From an optimization exercise on the open Yosys and OpenROAD flow, aimed at small area, a short achievable clock period and few clock cycles per item; shortcuts taken in it are not production practice. At most, simulation tests tie the RTL to the original design; equivalence was not proved. Power and IR drop assume default switching activity.

==> flow/design.v (excerpt) <==
module guide_offtarget_hamming_scan_unit
#(
    parameter int HIT_MM_MAX  = 4,
    parameter int COUNT_WIDTH = 16
) (
    input  logic                 i_clk,
    input  logic                 i_rst_n,
    input  logic                 push,
    output logic                 full,
    input  logic [WORD_W-1:0]    i_entry_word,
    input  logic                 i_last_entry,
    output logic                 empty,
    input  logic                 pop,
    output logic                 o_kind,
    output logic [ID_W-1:0]      o_entry_id,
    output logic [MM_W-1:0]      o_mismatches,
    output logic [ID_W-1:0]      o_bin_count,
    output logic                 o_list_complete,
    output logic                 o_last,
    input  logic                 i_cfg_valid,
    output logic                 o_cfg_ready,
    input  logic [CFG_IDX_W-1:0] i_cfg_index,
    input  logic [WORD_W-1:0]    i_cfg_data
);
    localparam int CW    = COUNT_WIDTH;
    localparam int NB    = HIT_MM_MAX + 1;    
    localparam int DEPTH = 4;                 
    logic [WORD_W-1:0] r_query;
    logic [LEN_W-1:0]  r_len;
    logic [LIST_W-1:0] r_limit;
    logic [61:0]       r_rc;         
    logic              r_rdy;        
    logic [LEN_W-1:0]  r_k;          
    logic              r_qf;         
    logic [1:0]        w_qpair;
    logic w_wr_q, w_wr_len, w_wr_lim, w_rebuild, w_rc_step;
    assign w_wr_q    = i_cfg_valid && r_rdy && (i_cfg_index == 2'd0);
    assign w_wr_len  = i_cfg_valid && r_rdy && (i_cfg_index == 2'd1);
    assign w_wr_lim  = i_cfg_valid && r_rdy && (i_cfg_index == 2'd2);
    assign w_rebuild = w_wr_q || w_wr_len;
    assign w_rc_step = !r_rdy && (r_k != r_len);
    assign o_cfg_ready = r_rdy;
    always_ff @(posedge i_clk) begin
        if (!i_rst_n) begin
            r_query <= '0;
            r_len   <= LEN_W'(20);
            r_limit <= LIST_W'(2000);
        end else begin
            if (w_wr_q)   r_query <= i_cfg_data;
            if (w_wr_len) r_len   <= i_cfg_data[LEN_W-1:0];
            if (w_wr_lim) r_limit <= i_cfg_data[LIST_W-1:0];
        end
    end
    always_ff @(posedge i_clk) begin
  ...
Size in the first run: roughly 210 I/O pins.
Settings: LEC_CHECK=0, ABC_AREA=1, CAP_MARGIN=20, CORE_MARGIN=2, CORE_UTILIZATION=30, SETUP_SLACK_MARGIN=3.5, SLEW_MARGIN=20; clock period 6.0 ns.
run.sh (not shown) runs the stock make flow with config.mk's settings and CLKGATE_MAP_FILE= SYNTH_SCRIPT=/design/flow/synth_recipe.tcl, a recipe that flattens the netlist after the stock synthesis.
==> next run, changes <==
Settings changed: CORE_UTILIZATION 30 to 55.
Effect:
- The new run ran to the end with no violations
- count of clock-buffer cells in the layout is unchanged
- via count came out higher by a few percent
- hold slack gets worse by 0.061 ns
==> next run, changes <==
Settings changed: SETUP_SLACK_MARGIN 3.5 to 3.8.
=> The new run ran to the end with no violations; wire length grows by roughly a tenth; final area grows by a little under a tenth; final cell count grows by a few percent; fmax rose slightly; critical path depth falls by 1; setup slack improves by 0.052 ns.
Function was not checked in any run of this note: the RTL went through the layout flow alone.

---

Another version of the RTL of guide_offtarget_hamming_scan_unit (not shown whole).
Size in the first run: roughly 210 I/O pins.
export LEC_CHECK = 0
export ABC_AREA = 1
export CAP_MARGIN = 20
export CORE_MARGIN = 2
export CORE_UTILIZATION = 30
export CTS_CLUSTER_DIAMETER = 60
export CTS_CLUSTER_SIZE = 25
export SETUP_SLACK_MARGIN = 3.8
export SLEW_MARGIN = 20
create_clock -name core_clock -period 6.0 [get_ports {i_clk}]
standard.sh (not shown) runs the stock make flow with config.mk's settings and CLKGATE_MAP_FILE= SYNTH_SCRIPT=/design/flow/synth_recipe.tcl, a recipe that flattens the netlist after the stock synthesis.
==> flow/flow/run.sh <==
#!/bin/bash
# The standard layout (standard.sh, unchanged synthesis and steps); the only
# difference is that the port buffers are built from buf_1 cells instead of the
# resizer's default pick, clkdlybuf4s50_1. Every port still gets its buffer and
# repair_timing still resizes them where timing needs it.
set -uo pipefail
bash standard.sh BUFFER_PORTS_ARGS="-buffer_cell sky130_fd_sc_hd__buf_1" finish > standard.log 2>&1
rc=$?
# per-step tool logs of the run, kept with the grade
cp -r orfs/logs/sky130hd/guide_offtarget_hamming_scan_unit/base tool_logs 2>/dev/null
exit $rc
The first run went through all stages and came out clean.
Testbench counts at the start, summed over its fixed seeds: cycles 12,608, entries 12,477.
Edit:
- SETUP_SLACK_MARGIN: 3.8 -> 3.75
- global-route usage came out lower by 0.61 points
- final cell count came out lower by about 1%
- first-iteration DRC count decreases by 7.5%
- setup slack gets worse by 5.9 ps
Edit:
- CORE_UTILIZATION: 30 -> 35
Worst setup slack is better by 25 ps. Design area went up slightly. Via count hardly moves. Worst hold slack got worse by 7.7 ps. Sequential power hardly moves. Total power increases by a few percent. Clock-buffer cell count went up by 14. Core utilization grows by 7.0 points. Clock power rose by about a fifth. Wire length barely changes.
Edit:
- CORE_UTILIZATION: 35 -> 30
- CTS_CLUSTER_DIAMETER: 60 -> 50
- CTS_CLUSTER_SIZE: 25 -> 20
Count of clock-buffer cells in the layout stays the same.
Power went up by a few percent.
Die area went up by about a fifth.
Setup slack degrades by 24 ps.
Flip-flop and latch count is unchanged.
Clock power climbs by a little under a tenth.
Final area rises slightly.
Hold slack barely changes.

---

guide_offtarget_hamming_scan_unit again, from the RTL that the note above started with.
clock: 6.0 ns
lec_check: 0
abc_area: 1
cap_margin: 20
core_margin: 2
core_utilization: 45
cts_cluster_diameter: 60
cts_cluster_size: 25
setup_slack_margin: 3.75
slew_margin: 20
Scripts as last shown in full above: flow/flow/run.sh
The first run finished with timing, DRC and antenna clean.
Testbench counts at the start, summed over its fixed seeds: cycles 12,608, entries 12,477.
Then changed:
--- a/flow/config.mk
+++ b/flow/config.mk
@@ -9,7 +9,7 @@
 export CAP_MARGIN = 20
 export CORE_MARGIN = 2
-export CORE_UTILIZATION = 45
-export CTS_CLUSTER_DIAMETER = 60
-export CTS_CLUSTER_SIZE = 25
+export CORE_UTILIZATION = 30
+export CTS_CLUSTER_DIAMETER = 40
+export CTS_CLUSTER_SIZE = 30
 export SETUP_SLACK_MARGIN = 3.75
 export SLEW_MARGIN = 20
What happened:
- sequential share of layout area fell by 1.4 points
- hold slack degrades by 0.012 ns
- total power rose by 14%
- utilization fell by 17 points
Then changed:
==> flow/run.sh (new file) <==
#!/bin/bash
# synth_recipe.tcl (not shown) runs the flow's synth.tcl, then flattens the netlist and writes it again
# the make line also repeats each setting of config.mk as NAME=value (left out here)
make -C /OpenROAD-flow-scripts/flow DESIGN_CONFIG=/design/flow/config.mk WORK_HOME=/design/flow/orfs CLKGATE_MAP_FILE= SYNTH_SCRIPT=/design/flow/synth_recipe.tcl finish
--- a/flow/config.mk
+++ b/flow/config.mk
@@ -9,7 +9,5 @@
 export CAP_MARGIN = 20
 export CORE_MARGIN = 2
-export CORE_UTILIZATION = 30
-export CTS_CLUSTER_DIAMETER = 40
-export CTS_CLUSTER_SIZE = 30
-export SETUP_SLACK_MARGIN = 3.75
+export CORE_UTILIZATION = 45
+export SETUP_SLACK_MARGIN = 3.3
 export SLEW_MARGIN = 20
removed: flow/flow/run.sh
removed: flow/standard.sh
- The new run ran to the end with no violations
- die area falls by about 33%
- worst hold slack gets worse by 0.0048 ns
- utilization rises by 17 points
- global-route usage rises by 8.9 points
- sequential power hardly moves
- non-clock buffer count falls by 48
- power falls by about 11%
Then changed:
==> flow/flow/run.sh (new file) <==
#!/bin/bash
# The standard layout (standard.sh, unchanged synthesis and steps); the only
# difference is that the port buffers are built from buf_1 cells instead of the
# resizer's default pick, clkdlybuf4s50_1. Every port still gets its buffer and
# repair_timing still resizes them where timing needs it.
set -uo pipefail
bash standard.sh BUFFER_PORTS_ARGS="-buffer_cell sky130_fd_sc_hd__buf_1" finish > standard.log 2>&1
rc=$?
# per-step tool logs of the run, kept with the grade
cp -r orfs/logs/sky130hd/guide_offtarget_hamming_scan_unit/base tool_logs 2>/dev/null
exit $rc
==> flow/standard.sh (new file) <==
#!/bin/bash
# synth_recipe.tcl (not shown) runs the flow's synth.tcl, then flattens the netlist and writes it again
# the make line also repeats each setting of config.mk as NAME=value (left out here)
make -C /OpenROAD-flow-scripts/flow DESIGN_CONFIG=/design/flow/config.mk WORK_HOME=/design/flow/orfs CLKGATE_MAP_FILE= SYNTH_SCRIPT=/design/flow/synth_recipe.tcl "${@:-finish}"
--- a/flow/config.mk
+++ b/flow/config.mk
@@ -9,5 +9,5 @@
 export CAP_MARGIN = 20
 export CORE_MARGIN = 2
-export CORE_UTILIZATION = 45
-export SETUP_SLACK_MARGIN = 3.3
+export CORE_UTILIZATION = 30
+export SETUP_SLACK_MARGIN = 3.75
 export SLEW_MARGIN = 20
removed: flow/run.sh
After rerunning:
- die area is higher by 49%
- worst setup slack is better by 0.38 ns
- count of clock-buffer cells in the layout is lower by 8
- non-clock buffer count is higher by 50
- hold slack is better by 0.012 ns
- critical path depth is lower by 11
- final area is higher by 1.3%
- power is higher by 2.0%
- utilization is lower by 18 points
- wire length is higher by 3.4%

re-timing with driven ports:
Ports are ideal in the flow. The routed layouts listed here were re-timed in OpenROAD. Step 1 assumes that a clkbuf_16 drives the clock port and a buf_2 every other input. Step 2 times the ports against the registers' clock, not the clock port: input delays grow and output delays shrink by t, the midpoint of the rising clock arrivals with the driver on. Three values: no drivers, after step 1, after step 2; two values: the first two.
run | shift t [ns] | setup WS [ns] | worst hold slack (ns) | worst setup path at the end | cell pins on the clock port's net
the first run of note 1 | 0.629 | 3.385 / 3.415 / 2.786 | 0.387 / 0.387 / 0.387 | input to register | 1
the second run of note 1 | 0.620 | 3.345 / 3.363 / 2.743 | 0.325 / 0.325 / 0.325 | input to register | 1
the third run of note 1 | 0.626 | 3.397 / 3.421 / 2.795 | 0.327 / 0.327 / 0.327 | input to register | 1
the first run of note 2 | 0.628 | 3.687 / 3.627 / 3.179 | 0.334 / 0.334 / 0.334 | input to register | 1
the second run of note 2 | 0.661 | 3.681 / 3.618 / 3.198 | 0.338 / 0.338 / 0.338 | input to register | 1
the third run of note 2 | 0.625 | 3.706 / 3.647 / 3.182 | 0.330 / 0.330 / 0.330 | input to register | 1
the fourth run of note 2 | 0.644 | 3.681 / 3.620 / 3.165 | 0.328 / 0.328 / 0.328 | input to register | 1
the first run of note 3 | 0.609 | 3.721 / 3.669 / 3.220 | 0.344 / 0.344 / 0.344 | input to register | 1
the second run of note 3 | 0.673 | 3.661 / 3.602 / 3.138 | 0.332 / 0.332 / 0.332 | input to register | 1
the third run of note 3 | 0.631 | 3.319 / 3.293 / 2.726 | 0.327 / 0.327 / 0.327 | input to register | 1
the fourth run of note 3 | 0.637 | 3.703 / 3.640 / 3.203 | 0.339 / 0.339 / 0.339 | input to register | 1
After both steps setup and hold are still met in every run listed.
